What follows belongs to an exercise in optimizing a design on an open flow for small area, a short achievable clock period and few clock cycles per item; a production flow would make more cautious choices. In this exercise RTL edits were held to simulation tests only and were not proved equivalent to the original. Power is estimated from default activity; no workload was simulated.

==> design.v <==
`default_nettype none
package qpc_pkg;
   localparam int COUNT_W    = 32;              
   localparam int DET_W      = 21;              
   localparam int STEP_W     = 7;               
   localparam int OFS_W      = 8;               
   localparam int REQ_TYPE_W = 2;
   localparam int MUL_W      = DET_W + STEP_W + 1;
   localparam int QUO_W      = COUNT_W + 1;     
   localparam int CSR_AW     = 5;
   localparam int CSR_DW     = 32;
   localparam int REG_IDX_W  = CSR_AW - 2;
   localparam logic [REQ_TYPE_W-1:0] REQ_PIN = 2'd0;
   localparam logic [REQ_TYPE_W-1:0] REQ_SET = 2'd1;
   localparam logic [REQ_TYPE_W-1:0] REQ_CLR = 2'd2;
   localparam logic [REG_IDX_W-1:0] REG_MIN_DET  = 3'd0;
   localparam logic [REG_IDX_W-1:0] REG_MAX_DET  = 3'd1;
   localparam logic [REG_IDX_W-1:0] REG_WRAP_EN  = 3'd2;
   localparam logic [REG_IDX_W-1:0] REG_STEPS    = 3'd3;
   localparam logic [REG_IDX_W-1:0] REG_OFFSET   = 3'd4;
   localparam logic [REG_IDX_W-1:0] REG_COUNT_EN = 3'd5;
   typedef struct packed {
      logic                       start;
      logic signed [COUNT_W-1:0]  dividend;
      logic [STEP_W-1:0]          divisor;
   } div_cmd_type;
   typedef struct packed {
      logic                       busy;
      logic                       done;
      logic signed [QUO_W-1:0]    quotient;
   } div_res_type;
endpackage
`default_nettype wire
`default_nettype none
module quadrature_position_counter_unit (
   input  wire logic        clock,
   input  wire logic        reset,
   input  wire logic        req_valid,
   output logic             req_ready,
   input  wire logic [1:0]  req_type,
   input  wire logic        req_pin_a,
   input  wire logic        req_pin_b,
   input  wire logic [20:0] req_new_value,
   output logic             rsp_valid,
   input  wire logic        rsp_ready,
   output logic [20:0]      rsp_position,
   output logic [31:0]      rsp_raw_count,
   input  wire logic        csr_psel,
   input  wire logic        csr_penable,
   input  wire logic        csr_pwrite,
   input  wire logic [4:0]  csr_paddr,
   input  wire logic [31:0] csr_pwdata,
   output logic [31:0]      csr_prdata,
   output logic             csr_pready
);
   logic signed [20:0] min_ff, max_ff;
   logic               wrap_ff;
   logic [6:0]         s_ff;         
   logic               sz_ff;        
   logic [6:0]         sm1_ff;       
   logic [3:0]         bone_ff, btwo_ff, bneg_ff;    
   logic [8:0]         bw;
   logic [3:0]         bw_one, bw_two, bw_neg;
   assign bw = {2'b00, ((csr_pwdata[6:0] == 7'd0) ? 7'd1 : csr_pwdata[6:0]), 1'b0};
   always_comb begin
      for (int i = 0; i < 4; i++) begin
         bw_one[i] = bw[2*i] ^ bw[2*i+1];
         bw_two[i] = (bw[2*i +: 3] == 3'b011) | (bw[2*i +: 3] == 3'b100);
         bw_neg[i] = bw[2*i+2] & ~(bw[2*i+1] & bw[2*i]);
      end
   end
   logic signed [7:0]  ofs_ff;
   logic               en_ff;
   logic [2:0] csr_idx;
   logic       csr_wr;
   assign csr_idx    = csr_paddr[4:2];
   assign csr_wr     = csr_psel & csr_penable & csr_pwrite;
   assign csr_pready = 1'b1;
   always_ff @(posedge clock) begin
      if (reset) begin
         min_ff   <= 21'h100000;
         max_ff   <= 21'h0FFFFF;
         wrap_ff  <= 1'b0;
         s_ff     <= 7'd1;
         sz_ff    <= 1'b0;
         sm1_ff   <= 7'd0;
         bone_ff  <= 4'b0001;
         btwo_ff  <= 4'b0000;
         bneg_ff  <= 4'b0000;
         ofs_ff   <= 8'd0;
         en_ff    <= 1'b1;
      end else if (csr_wr) begin
         case (csr_idx)
            3'd0: min_ff   <= csr_pwdata[20:0];
            3'd1: max_ff   <= csr_pwdata[20:0];
            3'd2: wrap_ff  <= csr_pwdata[0];
            3'd3: begin
               s_ff  <= (csr_pwdata[6:0] == 7'd0) ? 7'd1 : csr_pwdata[6:0];
               sz_ff <= (csr_pwdata[6:0] == 7'd0);
               sm1_ff <= (csr_pwdata[6:0] == 7'd0) ? 7'd0 : csr_pwdata[6:0] - 7'd1;
               bone_ff <= bw_one;
               btwo_ff <= bw_two;
               bneg_ff <= bw_neg;
            end
            3'd4: ofs_ff   <= csr_pwdata[7:0];
            3'd5: en_ff    <= csr_pwdata[0];
            default: ;
         endcase
      end
   end
   always_comb begin
      case (csr_idx)
         3'd0:    csr_prdata = {{11{min_ff[20]}}, min_ff};
         3'd1:    csr_prdata = {{11{max_ff[20]}}, max_ff};
         3'd2:    csr_prdata = {31'd0, wrap_ff};
         3'd3:    csr_prdata = {25'd0, s_ff & {7{~sz_ff}}};
         3'd4:    csr_prdata = {{24{ofs_ff[7]}}, ofs_ff};
         3'd5:    csr_prdata = {31'd0, en_ff};
         default: csr_prdata = 32'd0;
      endcase
   end
   logic       wr_min, wr_max, wr_steps, wr_ofs;
   assign wr_min   = csr_wr && (csr_idx == 3'd0);
   assign wr_max   = csr_wr && (csr_idx == 3'd1);
   assign wr_steps = csr_wr && (csr_idx == 3'd3);
   assign wr_ofs   = csr_wr && (csr_idx == 3'd4);
   logic [6:0] s, sm1;
   logic       s_is1;
   assign s     = s_ff;
   assign sm1   = sm1_ff;
   assign s_is1 = (sm1_ff == 7'd0);
   logic signed [21:0] min_x, max_x;
   logic signed [22:0] wdist;        
   logic signed [22:0] w_ff;
   logic               mgt;          
   assign min_x = {min_ff[20], min_ff};
   assign max_x = {max_ff[20], max_ff};
   assign wdist = {max_x[21], max_x} - {min_x[21], min_x} + 23'sd1;
   assign mgt   = w_ff[22] | (w_ff == 23'd0);
   logic signed [27:0] minr_ff, maxr_ff;    
   logic signed [28:0] dr_ff;               
   logic [31:0]        minr, maxr, dr;
   assign minr = {{4{minr_ff[27]}}, minr_ff};
   assign maxr = {{4{maxr_ff[27]}}, maxr_ff};
   assign dr   = {{3{dr_ff[28]}}, dr_ff};
   logic [2:0]         mstep_ff;
   logic               mbusy;
   logic               mbusy_ff;
   assign mbusy = mbusy_ff;
   logic [6:0] oq_ff;         
   logic       osg_ff;        
   logic [6:0] or_ff;         
   logic [2:0] ocnt_ff;
   logic       obusy_ff;
   logic [7:0] osrc;
   assign osrc = wr_ofs ? csr_pwdata[7:0] : ofs_ff;
   logic [7:0] otrial, odiff;
   logic       oge;
   logic [6:0] orem;
   assign otrial = {or_ff, oq_ff[6]};
   assign odiff  = otrial - {1'b0, s};
   assign oge    = ~odiff[7];
   assign orem   = oge ? odiff[6:0] : otrial[6:0];
   always_ff @(posedge clock) begin
      if (reset || wr_ofs || wr_steps) begin
         oq_ff    <= reset ? 7'd0 : (osrc[6:0] ^ {7{osrc[7]}});
         osg_ff   <= reset ? 1'b0 : osrc[7];
         or_ff    <= 7'd0;
         ocnt_ff  <= 3'd0;
         obusy_ff <= 1'b1;
      end else if (obusy_ff) begin
         ocnt_ff <= ocnt_ff + 3'd1;
         if (ocnt_ff == 3'd7) begin
            obusy_ff <= 1'b0;
            oq_ff    <= oq_ff ^ {7{osg_ff}};
            or_ff    <= osg_ff ? (sm1 - or_ff) : or_ff;
         end else begin
            oq_ff <= {oq_ff[5:0], oge};
            or_ff <= orem;
         end
      end
   end
   logic signed [7:0] qo;
   logic [6:0]        ro;
   assign qo = {osg_ff, oq_ff};
   assign ro = or_ff;
   logic        h_v, h_redo;
   logic [1:0]  h_kind, in_kind;
   logic        h_du, h_dd, in_du, in_dd;
   logic [22:0] h_nv;
   logic [21:0] in_qv;      
   assign in_qv = ((req_type == 2'd1) ? {req_new_value[20], req_new_value} : 22'd0)
                + {{14{osg_ff}}, osg_ff, oq_ff};
   logic        pop, push;
   logic [3:0]  hist_ff, hist_n;
   assign req_ready = (~h_v | pop) & ~mbusy & ~obusy_ff;
   assign push      = req_valid & req_ready;
   assign hist_n    = {hist_ff[1:0], req_pin_b, req_pin_a};
   always_comb begin
      in_kind = req_type;
      if (req_type == 2'd0 && !en_ff) in_kind = 2'd3;
      in_du = 1'b0;
      in_dd = 1'b0;
      if (req_type == 2'd0 && en_ff) begin
         case (hist_n)
            4'd1, 4'd7, 4'd8, 4'd14:  in_dd = 1'b1;
            4'd2, 4'd4, 4'd11, 4'd13: in_du = 1'b1;
            default: ;
         endcase
      end
   end
   logic [31:0] t_ff;           
   logic [31:0] qf_ff;          
   logic [6:0]  rf_ff;          
   logic        qvalid_ff;      
   logic        pclr_ff;        
   logic [1:0]  csel_ff;        
   logic        wpend_ff;       
   logic        wsub_ff;        
   logic        b_v;            
   logic        rsp_v_ff;
   logic [31:0] rsp_raw_ff;
   logic [20:0] rsp_pos_ff;
   logic [31:0] clrv, bt;
   always_comb begin
      case (csel_ff)
         2'd1:    clrv = minr;
         2'd2:    clrv = maxr;
         default: clrv = {{24{ofs_ff[7]}}, ofs_ff};
      endcase
   end
   assign bt = pclr_ff ? clrv : t_ff;
   logic signed [21:0] q22;
   logic [21:0] e1x, e1m, e2x, e2m;
   logic        qfit, dmax_neg, dmax_z, dmax_1, dmin_neg, dmin_z, dmin_m1;
   logic        qneg, qzero;
   assign qneg     = qf_ff[31];
   assign qfit     = (qf_ff[31:21] == {11{qneg}});
   assign qzero    = (qf_ff == 32'd0);
   assign q22      = qf_ff[21:0];
   assign e1x      = q22 ^ ~max_x;
   assign e1m      = (q22 & ~max_x) | (e1x & 22'h3FFFFF);
   assign e2x      = q22 ^ ~min_x ^ 22'h3FFFFE;
   assign e2m      = (q22 & ~min_x) | ((q22 ^ ~min_x) & ~22'h3FFFFE);
   assign dmax_neg = qfit ? (q22 < max_x) : qneg;
   assign dmax_z   = qfit & (q22 == max_x);
   assign dmax_1   = qfit & (e1x[21:1] == e1m[20:0]) & ~e1x[0];
   assign dmin_neg = qfit ? (q22 < min_x) : qneg;
   assign dmin_z   = qfit & (q22 == min_x);
   assign dmin_m1  = qfit & (e2x[21:1] == e2m[20:0]) & ~e2x[0];
   logic rz, r1, cu;
   assign rz = (rf_ff == 7'd0);
   assign r1 = (rf_ff == 7'd1);
   assign cu = (rf_ff == sm1);
   logic        pc, p_over, p_under;
   logic [20:0] p_pos;
   assign pc      = qneg & ~rz;
   assign p_over  = ~dmax_neg & (pc | ~dmax_z);
   assign p_under = dmin_neg & ~(pc & dmin_m1);
   always_comb begin
      if (p_over)       p_pos = max_ff;
      else if (p_under) p_pos = min_ff;
      else              p_pos = qf_ff[20:0] + {20'd0, pc};
   end
   logic is_chk, is_set, is_load, du, dd;
   assign is_chk  = (h_kind == 2'd0);
   assign is_set  = (h_kind == 2'd1);
   assign is_load = (h_kind == 2'd1) | (h_kind == 2'd2);
   assign du      = h_du & h_v & ~h_redo;
   assign dd      = h_dd & h_v & ~h_redo;
   logic [31:0] xadd, yadd, xt, yq;
   logic [32:0] xsum;
   logic        xovf;
   logic        wchk_ff, wsgt_ff, wsgx_ff;    
   logic [6:0]  rfn;
   logic        fu, fd;        
   assign fu   = du & cu;
   assign fd   = dd & rz;
   assign xadd = wpend_ff ? (dr ^ {32{wsub_ff}}) : {{31{dd}}, du | dd};
   assign yadd = wpend_ff ? ({{9{w_ff[22]}}, w_ff} ^ {32{wsub_ff}}) : {{31{fd}}, fu | fd};
   assign xsum = {bt[31], bt} + {xadd[31], xadd} + {32'd0, wpend_ff & wsub_ff};
   assign xt   = xsum[31:0];
   assign yq   = qf_ff + yadd + {31'd0, wpend_ff & wsub_ff};
   assign xovf = (du & (bt == 32'h7FFFFFFF)) | (dd & (bt == 32'h80000000));
   always_comb begin
      rfn = rf_ff;
      if (du)      rfn = cu ? 7'd0 : rf_ff + 7'd1;
      else if (dd) rfn = rz ? sm1 : rf_ff - 7'd1;
   end
   logic kp, km;
   always_comb begin
      kp = 1'b0;
      km = 1'b0;
      if (du) begin
         kp = cu | qneg;
      end else if (dd) begin
         if (rz) km = ~((qneg | qzero) & ~s_is1);
         else    kp = qneg & ~r1;
      end else begin
         kp = qneg & ~rz;
      end
   end
   logic over, under;
   assign over  = ~dmax_neg & (kp | (~dmax_z & (~km | ~dmax_1)));
   assign under = km ? (dmin_neg | dmin_z) : (dmin_neg & ~(kp & dmin_m1));
   logic [29:0] bpp [0:3];
   logic [29:0] bro, bcor, prod;
   logic signed [31:0] mul_p;
   logic [6:0]  ro_g;        
   always_comb begin
      for (int i = 0; i < 4; i++) begin
         bpp[i] = (bone_ff[i] ? {{7{h_nv[22]}}, h_nv} : 30'd0)
                | (btwo_ff[i] ? {{6{h_nv[22]}}, h_nv, 1'b0} : 30'd0);
         bpp[i] = bpp[i] ^ {30{bneg_ff[i]}};
      end
   end
   assign bro   = {23'd0, ro_g};
   assign bcor  = {23'd0, bneg_ff[3], 1'b0, bneg_ff[2], 1'b0, bneg_ff[1], 1'b0, bneg_ff[0]};
   assign prod  = bpp[0] + {bpp[1][27:0], 2'b0} + {bpp[2][25:0], 4'b0} + {bpp[3][23:0], 6'b0}
                + bro + bcor;
   assign mul_p = {{2{prod[29]}}, prod};
   logic [21:0] qv;
   logic [22:0] lovs, luns;
   logic        rnz;
   logic        l_over, l_under;
   logic [1:0]  lsel;      
   assign qv      = h_nv[21:0];
   assign rnz     = (ro != 7'd0);
   assign lovs    = ~{max_x[21], max_x} + {qv[21], qv} + {22'd0, rnz};
   assign luns    = ~{min_x[21], min_x} + {qv[21], qv} + 23'd1;
   assign l_over  = ~lovs[22];
   assign l_under = luns[22];
   always_comb begin
      if (l_over)       lsel = (wrap_ff | mgt) ? 2'd1 : 2'd2;
      else if (l_under) lsel = wrap_ff ? 2'd2 : 2'd1;
      else              lsel = 2'd0;
   end
   logic        rbusy_ff, rsg_ff, rlast;
   logic [5:0]  rcnt_ff;
   logic [7:0]  rtrial, rdiff;
   logic        rge;
   logic [6:0]  rrem;
   logic [31:0] rs_q;
   logic [6:0]  rs_r;
   assign rtrial = {rf_ff, qf_ff[31]};
   assign rdiff  = rtrial - {1'b0, s};
   assign rge    = ~rdiff[7];
   assign rrem   = rge ? rdiff[6:0] : rtrial[6:0];
   assign rlast  = rcnt_ff[5];    
   assign rs_q   = rbusy_ff ? (rlast ? (qf_ff ^ {32{rsg_ff}}) : {qf_ff[30:0], rge})
                            : (t_ff ^ {32{t_ff[31]}});
   assign rs_r   = ~rbusy_ff ? 7'd0 : ~rlast ? rrem : rsg_ff ? (sm1 - rf_ff) : rf_ff;
   logic b_load, a_ok, go, redo, wgo, mstart;
   assign b_load = b_v & qvalid_ff & ~wchk_ff & (~rsp_v_ff | rsp_ready);
   assign a_ok   = ~b_v | b_load;
   assign wgo    = wpend_ff & a_ok;
   assign go     = h_v & ~wpend_ff & ~mbusy & ~obusy_ff & a_ok & (qvalid_ff | is_load);
   assign redo   = go & xovf;
   assign pop    = go & ~xovf;
   assign mstart = reset | wr_min | wr_max | wr_steps;
   localparam logic [1:0] T_HOLD = 2'd0, T_X = 2'd1, T_CL = 2'd2, T_MUL = 2'd3;
   localparam logic [2:0] Q_HOLD = 3'd0, Q_Y = 3'd1, Q_CL = 3'd2, Q_LD = 3'd3, Q_RS = 3'd4;
   logic [1:0]  tsel;
   logic [2:0]  qsel;
   logic        cmax;         
   logic        clamp_pin, wrap_pin;
   logic [31:0] t_cl;
   logic [21:0] q_cl;
   assign clamp_pin = is_chk & (over | under) & ~wrap_ff;
   assign wrap_pin  = is_chk & (over | under) & wrap_ff;
   assign cmax      = is_load ? (lsel == 2'd2) : over;
   assign t_cl      = cmax ? maxr : minr;
   assign q_cl      = cmax ? max_x : min_x;
   always_comb begin
      tsel = T_HOLD;
      qsel = Q_HOLD;
      if (csr_wr) begin
         if (pclr_ff) tsel = T_X;
      end else if (wgo) begin
         tsel = T_X;
         qsel = Q_Y;
      end else if (go) begin
         if (is_load) begin
            qsel = (lsel == 2'd0) ? Q_LD : Q_CL;
            if (is_set) tsel = (lsel == 2'd0) ? T_MUL : T_CL;
            else        tsel = T_X;
         end else if (xovf) begin
            tsel = T_X;
         end else if (clamp_pin) begin
            tsel = T_CL;
            qsel = Q_CL;
         end else begin
            tsel = T_X;
            qsel = Q_Y;
         end
      end else if (!qvalid_ff) begin
         qsel = Q_RS;
      end
   end
   always_ff @(posedge clock) begin
      if (mstart) begin
         mstep_ff <= 3'd1;
         mbusy_ff <= 1'b1;
      end else if (mstep_ff == 3'd4) begin
         mstep_ff <= 3'd0;
         mbusy_ff <= 1'b0;
      end else if (mbusy) begin
         mstep_ff <= mstep_ff + 3'd1;
      end
      if (mstep_ff == 3'd1) w_ff <= wdist;
      ro_g <= (mstart || (mbusy && mstep_ff != 3'd4) || obusy_ff) ? 7'd0 : or_ff;
      case (mstep_ff)
         3'd2: minr_ff <= mul_p[27:0];
         3'd3: maxr_ff <= mul_p[27:0];
         3'd4: dr_ff   <= mul_p[28:0];
         default: ;
      endcase
   end
   always_ff @(posedge clock) begin
      if (reset) begin
         h_v     <= 1'b0;
         h_redo  <= 1'b0;
         hist_ff <= 4'd0;
      end else begin
         if (push && req_type == 2'd0 && en_ff) hist_ff <= hist_n;
         h_v <= push | (h_v & ~pop);
         if (pop)       h_redo <= 1'b0;
         else if (redo) h_redo <= 1'b1;
      end
      if (push) begin
         h_kind <= in_kind;
         h_du   <= in_du;
         h_dd   <= in_dd;
         h_nv   <= {in_qv[21], in_qv};
      end else begin
         case (mstep_ff)
            3'd1: h_nv <= {min_x[21], min_x};
            3'd2: h_nv <= {max_x[21], max_x};
            3'd3: h_nv <= w_ff;
            default: ;
         endcase
      end
   end
   always_ff @(posedge clock) begin
      if (reset) begin
         t_ff  <= 32'd0;
         qf_ff <= 32'd0;
         rf_ff <= 7'd0;
      end else begin
         case (tsel)
            T_X:     t_ff <= xt;
            T_CL:    t_ff <= t_cl;
            T_MUL:   t_ff <= mul_p;
            default: ;
         endcase
         case (qsel)
            Q_Y:     begin qf_ff <= yq; if (!wgo) rf_ff <= rfn; end
            Q_CL:    begin qf_ff <= {{10{q_cl[21]}}, q_cl}; rf_ff <= 7'd0; end
            Q_LD:    begin qf_ff <= {{10{qv[21]}}, qv}; rf_ff <= ro; end
            Q_RS:    begin qf_ff <= rs_q; rf_ff <= rs_r; end
            default: ;
         endcase
      end
   end
   always_ff @(posedge clock) begin
      if (reset) begin
         qvalid_ff <= 1'b1;
         pclr_ff   <= 1'b0;
         wpend_ff  <= 1'b0;
         rbusy_ff  <= 1'b0;
         b_v       <= 1'b0;
      end else begin
         if (b_load) b_v <= 1'b0;
         if (csr_wr) begin
            pclr_ff <= 1'b0;
            if (wr_steps) begin
               qvalid_ff <= 1'b0;
               rbusy_ff  <= 1'b0;
            end
         end else if (wchk_ff) begin
            qvalid_ff <= ~((wsgt_ff == wsgx_ff) && (t_ff[31] != wsgt_ff));
         end else if (wgo) begin
            wpend_ff  <= 1'b0;
            b_v       <= 1'b1;
         end else if (go) begin
            rbusy_ff <= 1'b0;
            if (is_load) begin
               qvalid_ff <= 1'b1;
               pclr_ff   <= ~is_set;
               b_v       <= 1'b1;
            end else begin
               pclr_ff <= 1'b0;
               if (xovf) begin
                  qvalid_ff <= 1'b0;
               end else if (wrap_pin) begin
                  wpend_ff <= 1'b1;
               end else begin
                  b_v <= 1'b1;
               end
            end
         end else if (!qvalid_ff) begin
            rbusy_ff <= ~rlast | ~rbusy_ff;
            if (rbusy_ff && rlast) qvalid_ff <= 1'b1;
         end
      end
      if (go && !is_load) wsub_ff <= over;
      wchk_ff <= wgo & ~reset & (t_ff[31] != t_ff[30]);
      wsgt_ff <= t_ff[31];
      wsgx_ff <= xadd[31];
      if (go && is_load && !is_set) csel_ff <= lsel;
      if (!rbusy_ff) begin
         rsg_ff  <= t_ff[31];
         rcnt_ff <= 6'd0;
      end else if (qsel == Q_RS) begin
         rcnt_ff <= rcnt_ff + 6'd1;
      end
   end
   always_ff @(posedge clock) begin
      if (reset) begin
         rsp_v_ff <= 1'b0;
      end else begin
         if (b_load)         rsp_v_ff <= 1'b1;
         else if (rsp_ready) rsp_v_ff <= 1'b0;
      end
      if (b_load) begin
         rsp_raw_ff <= t_ff;
         rsp_pos_ff <= p_pos;
      end
   end
   assign rsp_valid     = rsp_v_ff;
   assign rsp_position  = rsp_pos_ff;
   assign rsp_raw_count = rsp_raw_ff;
endmodule
`default_nettype wire
==> run.sh <==
#!/bin/bash
# synth_recipe.tcl (not shown) runs the flow's synth.tcl, then flattens the netlist and writes it again
# the make line also repeats each setting of config.mk as NAME=value (left out here)
make -C /OpenROAD-flow-scripts/flow DESIGN_CONFIG=/design/flow/config.mk WORK_HOME=/design/flow/orfs CLKGATE_MAP_FILE= SYNTH_SCRIPT=/design/flow/synth_recipe.tcl finish
==> config.mk <==
export PLATFORM = sky130hd
export DESIGN_NAME = quadrature_position_counter_unit
export DESIGN_NICKNAME = quadrature_position_counter_unit
export VERILOG_FILES = /design/flow/design.v
export SDC_FILE = /design/flow/constraint.sdc
export NUM_CORES = 4
export LEC_CHECK = 0
export ABC_AREA = 1
export CAP_MARGIN = 20
export CORE_MARGIN = 2
export CORE_UTILIZATION = 60
export SETUP_SLACK_MARGIN = 5
export SLEW_MARGIN = 20
export TNS_END_PERCENT = 0
==> constraint.sdc <==
create_clock -name core_clock -period 9.0 [get_ports {clock}]
set_input_delay 1.8000 -clock core_clock [delete_from_list [all_inputs] [get_ports {clock}]]
set_output_delay 1.8000 -clock core_clock [all_outputs]
set_load 0.01 [all_outputs]
==> results of run 1 <==
==> cells in the final DEF, fill, tap and decap left out, types with 10 or more instances in the layout <==
| cell | synthesis | layout |
|---|---|---|
| clkbuf_16 | 0 | 48 |
| o21a_1 | 11 | 11 |
| o221ai_1 | 21 | 17 |
| buf_6 | 3 | 10 |
| clkinv_1 | 8 | 11 |
| or2_2 | 10 | 10 |
| inv_1 | 631 | 609 |
| dfxtp_1 | 188 | 178 |
| clkdlybuf4s50_1 | 0 | 105 |
| inv_2 | 14 | 19 |
| o21ai_2 | 20 | 27 |
| a31oi_1 | 18 | 18 |
| nor2_1 | 464 | 453 |
| o22ai_1 | 122 | 122 |
| nor3_1 | 45 | 41 |
| o21ai_0 | 373 | 365 |
| xor2_1 | 221 | 214 |
| nor4_1 | 16 | 15 |
| dlygate4sd2_1 | 0 | 21 |
| edfxtp_1 | 200 | 200 |
| ha_1 | 337 | 331 |
| xnor2_1 | 86 | 85 |
| a211oi_1 | 36 | 33 |
| o211ai_1 | 37 | 37 |
| nor2_4 | 2 | 12 |
| nand2_1 | 921 | 911 |
| nand2_2 | 2 | 11 |
| buf_4 | 29 | 127 |
| nand4_1 | 88 | 88 |
| o21ai_1 | 80 | 78 |
| fa_1 | 77 | 77 |
| clkinvlp_4 | 0 | 23 |
| nand3_1 | 251 | 245 |
| a21o_1 | 10 | 10 |
| a21oi_1 | 352 | 344 |
==> final timing paths <==
| kind | startpoint | end | slack, ns |
|---|---|---|---|
| min | hist_ff[0] | hist_ff[0] | 0.46 |
| min reg2reg | hist_ff[0] | hist_ff[0] | 0.46 |
| max reg2reg | csel_ff[0] | wpend_ff | 4.06 |
| max | csr_paddr[3] | csr_prdata[3] | 3.95 |
==> layout make-up <==
type                            instances  share of cell area, %
Multi-Input combinational cell       3686                   57.0
Sequential cell                       388                   24.1
Timing Repair Buffer                  283                   6.35
Inverter                              654                   6.23
Clock buffer                           59                   3.13
Tap cell                              773                   2.38
Clock inverter                         24                  0.594
Timing Repair inverter                 10                  0.169
==> metrics by stage <==
stage	utilization, %	hold slack [ns]
after detailed placement	63.5	0.449
after floorplan	-	0.357
after CTS	67.6	0.465
final	68.8	0.463
after global routing	68.8	0.479
after global placement	63.5	0.446
==> power by group <==
part / leakage (nW) / internal (mW) / switching, mW
Clock: 0.729 / 1.09 / 0.840
Sequential: 3.43 / 2.19 / 0.326
Combinational: 14.6 / 0.937 / 1.84
Total: 18.8 / 4.21 / 3.01
==> flip-flops by register name (all words and copies together) (netlist names), 4 cells and up <==
signal	cells
min_ff	21
or_ff	7
dr_ff	29
w_ff	23
max_ff	21
rcnt_ff	6
btwo_ff	4
t_ff	32
h_nv	23
s_ff	7
oq_ff	7
sm1_ff	7
ro_g	7
rf_ff	7
maxr_ff	28
rsp_pos_ff	21
rsp_raw_ff	32
ofs_ff	8
qf_ff	32
minr_ff	28
==> cell families (layout without fill, tap and decap cells) <==
family | count (synthesis) | count (layout) | synth area share, %
mux | 1 | 1 | 0.0280
simple gates | 1819 | 1822 | 21.2
flops | 388 | 388 | 27.3
other cells | 1 | 1 | 0.0105
buf+inv | 876 | 1030 | 9.71
compound gates | 1139 | 1141 | 18.1
xor+xnor | 307 | 307 | 7.52
fa+ha+maj | 414 | 414 | 16.1
==> critical path, stage by stage <==
cell	delay, ns
clkdlybuf4s15_2	0.27
inv_2	0.09
nor3_4	0.23
inv_4	0.10
o32ai_2	0.26
a221o_1	0.22
dlygate4sd2_1	0.28
==> routing by layer <==
layer	global-route usage, %	part of all wire (%)	vias up
li1	-	-	16900
met3	12.6	15	366
met4	18.4	5.0	4
met1	61.2	40	16800
met5	0	0.025	-
met2	59.9	40	2487
==> what timing repair did <==
action,4_1_cts,5_1_grt
pin swaps,10,16
cloned,10,5
setup buffers,66,41
endpoints found under the setup margin,316,283
resized for setup,149,81
==> impl_results.md, run 1 <==
* Drt pass-1 iters at 8
* Total CTS buffers at 45
* GRT Residual Overflow at 0
* Critical path startpoint category: input port
* Area of the die at 61600 um2
* CP Class: in2out
* Synth top area share at 16.8%
* PortBufs at 142
* Vias in the first global route at 32600
* Final worst slack at 3.95 ns
* Sequential cell area at 9790 um2
* Critical Path Sink Type: output pin
* Worst slack, placed at 2.70 ns
* HPWL Detailed at 98.1 mm
* Num ports at 157
* Final Hold Viols at 0
* Cts hold-fix bufs at 0
* Number of synthesized flops with an enable pin at 200
* Leakage at 18.8 nW
* WHS Path Cells at 2
* Sequential share of the synthesized area at 27.3%
* Power Dens Cells at 178 nW/um2
* Overall Power at 7.22 mW
* Relative slew slack at 26.3%
* Fmax at 0.198 GHz
* R2R cell count at 35
* Inserted Diodes at 0
* Syn avg cell area at 7.23 um2
* Worst Skew at 0.0452 ns
* Largest cells by area after synthesis: edfxtp_1, ha_1, dfxtp_1
* CP Max Fanout at 7
* Max H-tree Level at 2
* Final #Nets at 5551
* Main flop type after synthesis: edfxtp_1
* Slew at the pin with the worst max-slew slack at 1.10 ns
* Starting Density at 60.6%
* Clk Latency, worst-skew pair at 0.62 ns
* Final antenna-violating net count at 0
* All-Layer GR Usage at 42.9%
* Req. time, crit path at 7.20 ns
* Row cnt at 89
* Multi-input gate area at 23200 um2
* Final Cycle Share at 56.2%
* Largest net degree at the start of global routing at 70
* Most numerous cell in the Yosys netlist: nand2_1
* Yosys reg bits at 388
* Post-synth top cells: nand2_1, inv_1, nor2_1
* Max-Cap Viols at 0
* Data arrival, critical path at 3.25 ns
* Antenna violations before repair at 2
* Ys async rst share at 0%
* Max-slew violations at 0
* Mapped Cells at 4945
* Yosys top cell by area: edfxtp_1
* Number of distinct library cells after synthesis at 65
* Status: no timing/DRC/antenna violations
* Area growth syn-to-layout at 13.6%
* Setup TNS Final at 0 ns
* # clock sinks at 388
* Via count at 36500
* Hold crit path type: reg2reg
* CTS tree: built
* DR iter-0 viols at 5292
* Final Instance Area at 40600 um2
* Core outline area at 59000 um2
* Final GP Congestion at 1.01
* First-pass GRT wire length at 199 mm
* Vias/cell at 6.22
* Die Wd at 248 um
* Die H at 248 um
* Share of layout cells above drive strength 1 at 8.05%
* Final setup vio count at 0
* # DRC at 0
* Clock tree buffer depth at 3
* Synth warnings at 2
* Mapped cell area at 35800 um2
* Layout fillers at 5110
* RSZ-0062 raised after global routing: true
* WL per Instance at 23.1 um
* Cell Area, Placed at 37500 um2
* Max VDD drop at 0.149 mV
* Syn nets at 5428
* Cells after DPL at 5671
* Fin crit period at 5.05 ns
* Non-Filler Instances at 5877
* Worst-path clk slew at 0.06 ns
* Clock root cell: clkbuf_16
* Final WL at 136 mm
Testbench counts, summed over its fixed seeds: cycles 9,942, items 9,600.
==> run 2: changes to the inputs <==
--- a/design.v
+++ b/design.v
@@ -148,5 +148,5 @@
    logic               mbusy_ff;
    assign mbusy = mbusy_ff;
-   logic [6:0] oq_ff;         
+   logic [7:0] oq_ff;         
    logic       osg_ff;        
    logic [6:0] or_ff;         
@@ -155,14 +155,18 @@
    logic [7:0] osrc;
    assign osrc = wr_ofs ? csr_pwdata[7:0] : ofs_ff;
-   logic [7:0] otrial, odiff;
-   logic       oge;
-   logic [6:0] orem;
-   assign otrial = {or_ff, oq_ff[6]};
-   assign odiff  = otrial - {1'b0, s};
-   assign oge    = ~odiff[7];
-   assign orem   = oge ? odiff[6:0] : otrial[6:0];
+   logic [7:0] otrial, odiff, otrial2, odiff2;
+   logic       oge, oge2;
+   logic [6:0] orem, orem2;
+   assign otrial  = {or_ff, oq_ff[7]};
+   assign odiff   = otrial - {1'b0, s};
+   assign oge     = ~odiff[7];
+   assign orem    = oge ? odiff[6:0] : otrial[6:0];
+   assign otrial2 = {orem, oq_ff[6]};
+   assign odiff2  = otrial2 - {1'b0, s};
+   assign oge2    = ~odiff2[7];
+   assign orem2   = oge2 ? odiff2[6:0] : otrial2[6:0];
    always_ff @(posedge clock) begin
       if (reset || wr_ofs || wr_steps) begin
-         oq_ff    <= reset ? 7'd0 : (osrc[6:0] ^ {7{osrc[7]}});
+         oq_ff    <= reset ? 8'd0 : {1'b0, osrc[6:0] ^ {7{osrc[7]}}};
          osg_ff   <= reset ? 1'b0 : osrc[7];
          or_ff    <= 7'd0;
@@ -171,11 +175,11 @@
       end else if (obusy_ff) begin
          ocnt_ff <= ocnt_ff + 3'd1;
-         if (ocnt_ff == 3'd7) begin
+         if (ocnt_ff == 3'd4) begin
             obusy_ff <= 1'b0;
-            oq_ff    <= oq_ff ^ {7{osg_ff}};
+            oq_ff    <= {1'b0, oq_ff[6:0] ^ {7{osg_ff}}};
             or_ff    <= osg_ff ? (sm1 - or_ff) : or_ff;
          end else begin
-            oq_ff <= {oq_ff[5:0], oge};
-            or_ff <= orem;
+            oq_ff <= {oq_ff[5:0], oge, oge2};
+            or_ff <= orem2;
          end
       end
@@ -183,5 +187,5 @@
    logic signed [7:0] qo;
    logic [6:0]        ro;
-   assign qo = {osg_ff, oq_ff};
+   assign qo = {osg_ff, oq_ff[6:0]};
    assign ro = or_ff;
    logic        h_v, h_redo;
@@ -191,5 +195,5 @@
    logic [21:0] in_qv;      
    assign in_qv = ((req_type == 2'd1) ? {req_new_value[20], req_new_value} : 22'd0)
-                + {{14{osg_ff}}, osg_ff, oq_ff};
+                + {{14{osg_ff}}, osg_ff, oq_ff[6:0]};
    logic        pop, push;
    logic [3:0]  hist_ff, hist_n;
==> run 2 against run 1 <==
- still clean on timing, DRC and antenna
- clock skew shrank 0.018 ns
- clock power is 6% higher
- register-to-register slack better by 0.04 ns
- synthesized cell count shrank 2.4%
- setup slack improved by 0.066 ns
- count of clock-buffer cells in the layout grew 1
- sequential share of layout area decreased by 0.090 points
- highest routed layer unchanged
==> impl_results.md, run 2 <==
* Status: no timing/DRC/antenna violations
* Worst-path clk slew at 0.06 ns
* CP bufs+invs at 6
* WL per Instance at 23.5 um
* Number of distinct library cells after synthesis at 60
* CP Max Fanout at 26
* Synth warnings at 2
* Multi-input gate area at 23400 um2
* Req. time, crit path at 7.20 ns
* R2R Setup Slk at 4.10 ns
* CP Class: reg2out
* Syn nets at 5319
* Critical Path Sink Type: output pin
* Slew at the pin with the worst max-slew slack at 1.33 ns
* Final GP Congestion at 1.06
* Fin crit period at 4.99 ns
* Clk Latency, worst-skew pair at 0.62 ns
* Data arrival, critical path at 3.19 ns
* Via count at 36100
* Net Sw Power at 3.32 mW
* Max VDD drop at 0.324 mV
* Mapped cell area at 35500 um2
* Largest net degree at the start of global routing at 82
* Max H-tree Level at 2
* Clock root cell: clkbuf_16
* Vias in the first global route at 32200
* Cell Area, Placed at 37300 um2
* Final antenna-violating net count at 0
* Antenna violations before repair at 5
* Share of layout cells above drive strength 1 at 9.58%
* Clock tree buffer depth at 3
* Mapped Cells at 4828
* Relative slew slack at 11.5%
* Ys async rst share at 0%
* HPWL Detailed at 98.7 mm
* Final Instance Area at 40900 um2
* Total CTS buffers at 46
* Delay-heaviest family, CP: simple AND/OR/NAND/NOR gates
* GRT Residual Overflow at 0
* Setup TNS Final at 0 ns
* Syn avg cell area at 7.36 um2
* Cts hold-fix bufs at 0
* Sequential cell area at 9820 um2
* Area of the die at 61200 um2
* Logic pwr share at 42.0%
* Starting Density at 60.4%
* Fmax at 0.200 GHz
* Hold crit path type: reg2reg
* Core outline area at 58800 um2
* Worst Skew at 0.0272 ns
* Top Registers: qf_ff: 32 flops, rsp_raw_ff: 32 flops, t_ff: 32 flops
* Area growth syn-to-layout at 15.2%
* Row cnt at 89
* Leakage at 18.5 nW
* Main flop type after synthesis: edfxtp_1
* Post-synth top cells: nand2_1, inv_1, nor2_1
* Max-slew violations at 0
* All-Layer GR Usage at 42.9%
* Slowest stage cell, crit path: dfxtp_1
* RSZ-0062 raised after global routing: true
* Final setup vio count at 0
* Max stage delay on crit path at 0.36 ns
* Critical path startpoint category: flip-flop
* CTS tree: built
* Final Cycle Share at 55.4%
* Clock power share at 26.2%
* # clock sinks at 389
* Most frequent cells in the layout: nand2_1, inv_1, nor2_1
* Max-Cap Viols at 0
* Critical-path cell list: buf_12 > inv_4 > a21oi_4 > clkbuf_16 > nand2_2 > nand2_2 > nand2_1 > nor2_1 > nand2_1 > nor2_4 > nand3_2 > nand2_4 > nor2_4 > inv_2 > nand2_2 > inv_2 > nor2_4 > buf_6
* Num ports at 157
* Reg power frac at 31.9%
* DR iter-0 viols at 4539
* Die Wd at 247 um
* Final Hold Viols at 0
* Die H at 247 um
* Largest cells by area after synthesis: edfxtp_1, ha_1, dfxtp_1
* Synth top area share at 17.0%
* Most common cell after layout, fill and taps aside: nand2_1
* Overall Power at 7.84 mW
* Most numerous cell in the Yosys netlist: nand2_1
* Layout fillers at 5069
* Number of synthesized flops with an enable pin at 201
* Yosys reg bits at 389
* Vias/cell at 6.24
* PortBufs at 142
* Internal at 4.53 mW
* Sw Share at 42.3%
* Sequential share of the synthesized area at 27.6%
* First-pass GRT wire length at 197 mm
* Final WL at 136 mm
* Yosys top cell by area: edfxtp_1
* # DRC at 0
* Power Dens Cells at 192 nW/um2
* Final #Nets at 5465
* Drt pass-1 iters at 8
## run 2: path summary, 6_finish.rpt
check | startpoint | end | cells after the start
min reg2reg | hist_ff[1] | hist_ff[1] | 2
min | hist_ff[1] | hist_ff[1] | 2
max | pclr_ff | req_ready | 18
max reg2reg | h_nv[4] | t_ff[20] | 21
## run 2: final cells by class
type	instances	area share, %
Antenna cell	2	0.0122
Clock buffer	60	3.14
Clock inverter	26	0.850
Timing Repair inverter	13	0.232
Multi-Input combinational cell	3629	57.1
Sequential cell	389	24.0
Tap cell	773	2.36
Timing Repair Buffer	296	6.56
Inverter	599	5.69
## run 2: through the flow
step	setup WS (ns)	instances	util, %	hold WS (ns)
2_1_floorplan	4.37	4828	-	0.357
3_3_place_gp	2.88	5570	63.5	0.448
3_5_place_dp	2.85	5570	63.5	0.448
4_1_cts	4.02	5732	67.9	0.459
5_1_grt	3.93	5785	69.6	0.485
6_report	4.01	5787	69.6	0.459
## run 2: cell families (layout without fill, tap and decap cells)
| family | after synthesis | count (layout) | share of synthesized area (%) |
|---|---|---|---|
| adders and majority gates | 422 | 422 | 16.5 |
| buffers and inverters | 813 | 994 | 9.03 |
| and+or+nand+nor | 1664 | 1665 | 19.6 |
| AOI/OAI and AO/OA | 1236 | 1238 | 19.8 |
| xor gates and xnor gates | 303 | 303 | 7.47 |
| other | 1 | 3 | 0.0106 |
| DFF | 389 | 389 | 27.6 |
## run 2: repair_timing
action                                 4_1_cts  5_1_grt
pin swaps                                   14       43
setup endpoints to repair                  293      265
gates cloned                                13        5
setup buffers                               63       48
endpoints found under the hold margin        0        0
resized for setup                          163      145
## run 2: layer usage
layer  up-vias  part of all wire (%)  global-route usage, %
li1      16700                     -                      -
met1     16700                    39                   59.0
met2      2335                    40                   61.7
met3       389                    15                   12.4
met4         4                   5.7                   20.3
met5         -                 0.017                      0
## run 2: worst register-to-register path, stage by stage, from the launching register on
cell and delay (ns):
edfxtp_1 0.53, inv_2 0.16, o22ai_1 0.18, xor2_1 0.19, fa_1 0.47, fa_1 0.51
inv_1 0.05, fa_1 0.48, ha_1 0.29, nand3_1 0.08, nand2_2 0.12, a21oi_4 0.08
o21ai_1 0.25, a21oi_2 0.13, o21ai_2 0.20, a21oi_2 0.11, buf_4 0.16, xnor2_2 0.45
nand4_1 0.16, nand2_1 0.10, nor2_1 0.04, nor2_1 0.08
## run 2: power groups by stage
| stage | sequential, mW | clock [mW] | combinational (mW) |
|---|---|---|---|
| after floorplan | 2.36 | 0 | 2.00 |
| after global placement | 2.60 | 0 | 2.74 |
| after detailed placement | 2.60 | 0 | 2.78 |
| after CTS | 2.50 | 2.04 | 2.99 |
| after global routing | 2.50 | 2.12 | 3.59 |
| final | 2.50 | 2.05 | 3.29 |
Testbench counts of run 2, summed over its fixed seeds: cycles 9,846, items 9,600.
==> run 3: changes to the inputs <==
==> flow/run.sh (new file) <==
#!/bin/bash
# Standard layout, with the port buffers the standard flow's flow inserts made the
# smallest plain buffer instead of the default choice.
set -e
export BUFFER_PORTS_ARGS="-buffer_cell sky130_fd_sc_hd__buf_1"
bash standard.sh > standard.log 2>&1
==> standard.sh (new file) <==
#!/bin/bash
# synth_recipe.tcl (not shown) runs the flow's synth.tcl, then flattens the netlist and writes it again
# the make line also repeats each setting of config.mk as NAME=value (left out here)
make -C /OpenROAD-flow-scripts/flow DESIGN_CONFIG=/design/flow/config.mk WORK_HOME=/design/flow/orfs CLKGATE_MAP_FILE= SYNTH_SCRIPT=/design/flow/synth_recipe.tcl "${@:-finish}"
removed: run.sh
==> run 3 against run 2 <==
- still clean on timing, DRC and antenna
- count of clock-buffer cells in the layout up 3
- highest routed layer unchanged
- via count about the same
- area after synthesis is the same
- synthesized cell count unchanged
- sequential cell count unchanged
- combinational power shrank 4%
==> impl_results.md, run 3 <==
* Relative slew slack at 22.4%
* Vias/cell at 6.25
* GRT Residual Overflow at 0
* Vias in the first global route at 31900
* Final setup vio count at 0
* Final antenna-violating net count at 0
* Most numerous cell in the Yosys netlist: nand2_1
* CP Launch Point: h_nv[13]
* Net Sw Power at 3.29 mW
* PortBufs at 142
* Synth top area share at 17.0%
* Critical-path cell list: inv_2 > o22ai_1 > xor2_1 > fa_1 > inv_1 > fa_1 > inv_1 > ha_1 > ha_1 > nand4_1 > nor3_2 > a21oi_4 > o21ai_4 > nand3_1 > nand2_1 > xor2_2 > nand4_1 > nand2_1 > nor2_1 > nor2_1
* Req. time, crit path at 9.53 ns
* Via count at 36200
* Leakage at 18.0 nW
* Power Dens Cells at 191 nW/um2
* Top Registers: qf_ff: 32 flops, rsp_raw_ff: 32 flops, t_ff: 32 flops
* Worst-path clk slew at 0.06 ns
* Slowest stage cell, crit path: edfxtp_1
* Reg power frac at 33.2%
* Largest cells by area after synthesis: edfxtp_1, ha_1, dfxtp_1
* M2 GR Usage at 60.8%
* Total CTS buffers at 45
* Worst slack, placed at 3.11 ns
* Clk Latency, worst-skew pair at 0.61 ns
* Layout fillers at 5094
* Antenna violations before repair at 6
* Post-synth top cells: nand2_1, inv_1, nor2_1
* Final Hold Viols at 0
* Max-Cap Viols at 0
* Status: no timing/DRC/antenna violations
* Most frequent cells in the layout: nand2_1, inv_1, nor2_1
* Clock root cell: clkbuf_16
* Final worst slack at 3.98 ns
* Final GP Congestion at 0.998
* Final #Nets at 5464
* Number of distinct library cells after synthesis at 60
* Die Wd at 247 um
* R2r startpoint: h_nv[13]
* Yosys reg bits at 389
* Area of the die at 61200 um2
* RSZ-0062 raised after global routing: true
* Die H at 247 um
* Drt pass-1 iters at 9
* Most Used Layer, Global Route: met2
* Fmax at 0.199 GHz
* CTS tree: built
* Largest net degree at the start of global routing at 72
* WHS at 0.457 ns
* Clock power share at 25.4%
* Max-slew violations at 0
* Share of layout cells above drive strength 1 at 9.72%
* Final WL at 138 mm
* Most common cell after layout, fill and taps aside: nand2_1
* Met3 usage at 14.5%
* CP Max Fanout at 8
* Clock tree buffer depth at 3
* Overall Power at 7.64 mW
* Critical path startpoint category: flip-flop
* Area growth syn-to-layout at 12.8%
* Mapped cell area at 35500 um2
* All-Layer GR Usage at 43.0%
* WL per Instance at 23.8 um
* # clock sinks at 389
* Syn avg cell area at 7.36 um2
* DR iter-0 viols at 4586
* Sequential cell area at 9830 um2
* Sw Share at 43.1%
* Multi-input gate area at 23300 um2
* Hold crit path type: reg2reg
* Sequential share of the synthesized area at 27.6%
* Slew at the pin with the worst max-slew slack at 1.16 ns
* Data arrival, critical path at 5.55 ns
* Fin crit period at 5.02 ns
* Starting Density at 60.4%
* Max H-tree Level at 2
* Logic pwr share at 41.4%
* Yosys top cell by area: edfxtp_1
* Max VDD drop at 0.345 mV
* HPWL Detailed at 99.9 mm
* Max stage delay on crit path at 0.58 ns
* Hold_sp: hist_ff[0]
* Row cnt at 89
* Worst Skew at 0.0215 ns
* Num ports at 157
* CP Class: reg2reg
* Main flop type after synthesis: edfxtp_1
* Internal at 4.35 mW
* Final Cycle Share at 55.8%
* Synth warnings at 2
* Ys async rst share at 0%
* Syn nets at 5319
* Setup TNS Final at 0 ns
* M1 GR Usage at 59.2%
* Critical Path Sink Type: flip-flop
* Mapped Cells at 4828
* Core outline area at 58800 um2
* # DRC at 0
* Number of synthesized flops with an enable pin at 201
* First-pass GRT wire length at 197 mm
-- run 3: cell counts after synthesis --
Identical to the previous run, type by type.
-- run 3: cells by family after synthesis --
logic type	count (synthesis)	share of synthesized area, %
other	1	0.0106
buffers and inverters	813	9.03
xor gates and xnor gates	303	7.47
and+or+nand+nor	1664	19.6
adders and majority gates	422	16.5
AOI/OAI and AO/OA	1236	19.8
DFF	389	27.6
-- run 3: area by class of cell --
class | count | area share, %
diodes | 3 | 0.0187
flip-flops and latches | 389 | 24.5
clock inverters | 21 | 0.668
inverters | 599 | 5.77
multi-input cells | 3627 | 58.2
clock buffers | 63 | 3.16
repair inverters | 15 | 0.281
repair buffers | 296 | 4.90
well taps | 773 | 2.41
-- run 3: power by group through the flow --
stage	Clock, mW	Sequential (mW)	Combinational, mW
CTS	1.94	2.52	2.92
floorplan	0	2.36	2.00
global route	2.01	2.53	3.46
finish	1.94	2.54	3.16
detailed placement	0	2.62	2.74
global placement	0	2.62	2.69
-- run 3: routing by layer --
metal,share of wire [%],vias up
met4,5.6,6
met2,40,2282
met3,15,381
li1,-,16700
met1,40,16800
met5,0.030,-
-- run 3: timing repair --
action / CTS / global route
pin swaps: 13 / 42
endpoints found under the hold margin: 0 / 0
hold buffers: 0 / 0
gates cloned: 10 / 9
resized for setup: 98 / 184
setup endpoints to repair: 262 / 256
buffers inserted: 74 / 39
-- run 3: path summary, 6_finish.rpt --
kind / to / slack (ns) / depth (start not counted)
max: t_ff[23] / 3.98 / 20
min reg2reg: hist_ff[0] / 0.46 / 2
min: hist_ff[0] / 0.46 / 2
max reg2reg: t_ff[23] / 3.98 / 20
-- run 3: metrics by stage --
stage          cells  util [%]  instance area [um2]
2_1_floorplan   4828         -                35600
3_3_place_gp    5566      61.9                36400
3_5_place_dp    5566      61.9                36400
4_1_cts         5734      66.2                38900
5_1_grt         5784      68.1                40100
6_report        5786      68.1                40100
-- run 3: worst max-delay path: cells and delay by family, from the launching register on --
kind                       cells  cell delay, ns
AOI/OAI and AO/OA              3            0.57
xor gates and xnor gates       2            0.68
adders and majority gates      4            1.69
buffers and inverters          3            0.26
DFF                            1            0.58
and+or+nand+nor                8            1.16

==> port drivers added, routing unchanged <==
Ports are ideal in the flow. The routed layouts listed here were re-timed in OpenROAD. Step 1 sets driving cells, clkbuf_16 on the clock port and buf_2 on the other inputs (assumed; they add their load-dependent delay and slew). Step 2 times the ports against the registers' clock, not the clock port: input delays grow and output delays shrink by t, the midpoint of the rising clock arrivals with the driver on. Three values: ideal ports, drivers, drivers and shift; two values: the first two.
| run | t (ns) | setup slack, ns | worst register clock-pin slew, ns |
|---|---|---|---|
| run 1 | 0.665 | 3.945 / 3.896 / 3.346 | 0.08 / 0.08 |
| run 2 | 0.671 | 4.012 / 3.942 / 3.677 | 0.07 / 0.07 |
| run 3 | 0.672 | 3.976 / 3.914 / 3.533 | 0.07 / 0.07 |
After both steps setup and hold are still met in every run listed. For run 1, which loses most, drivers alone change the setup slack by -0.049 ns; drivers and shift together by -0.599 ns.
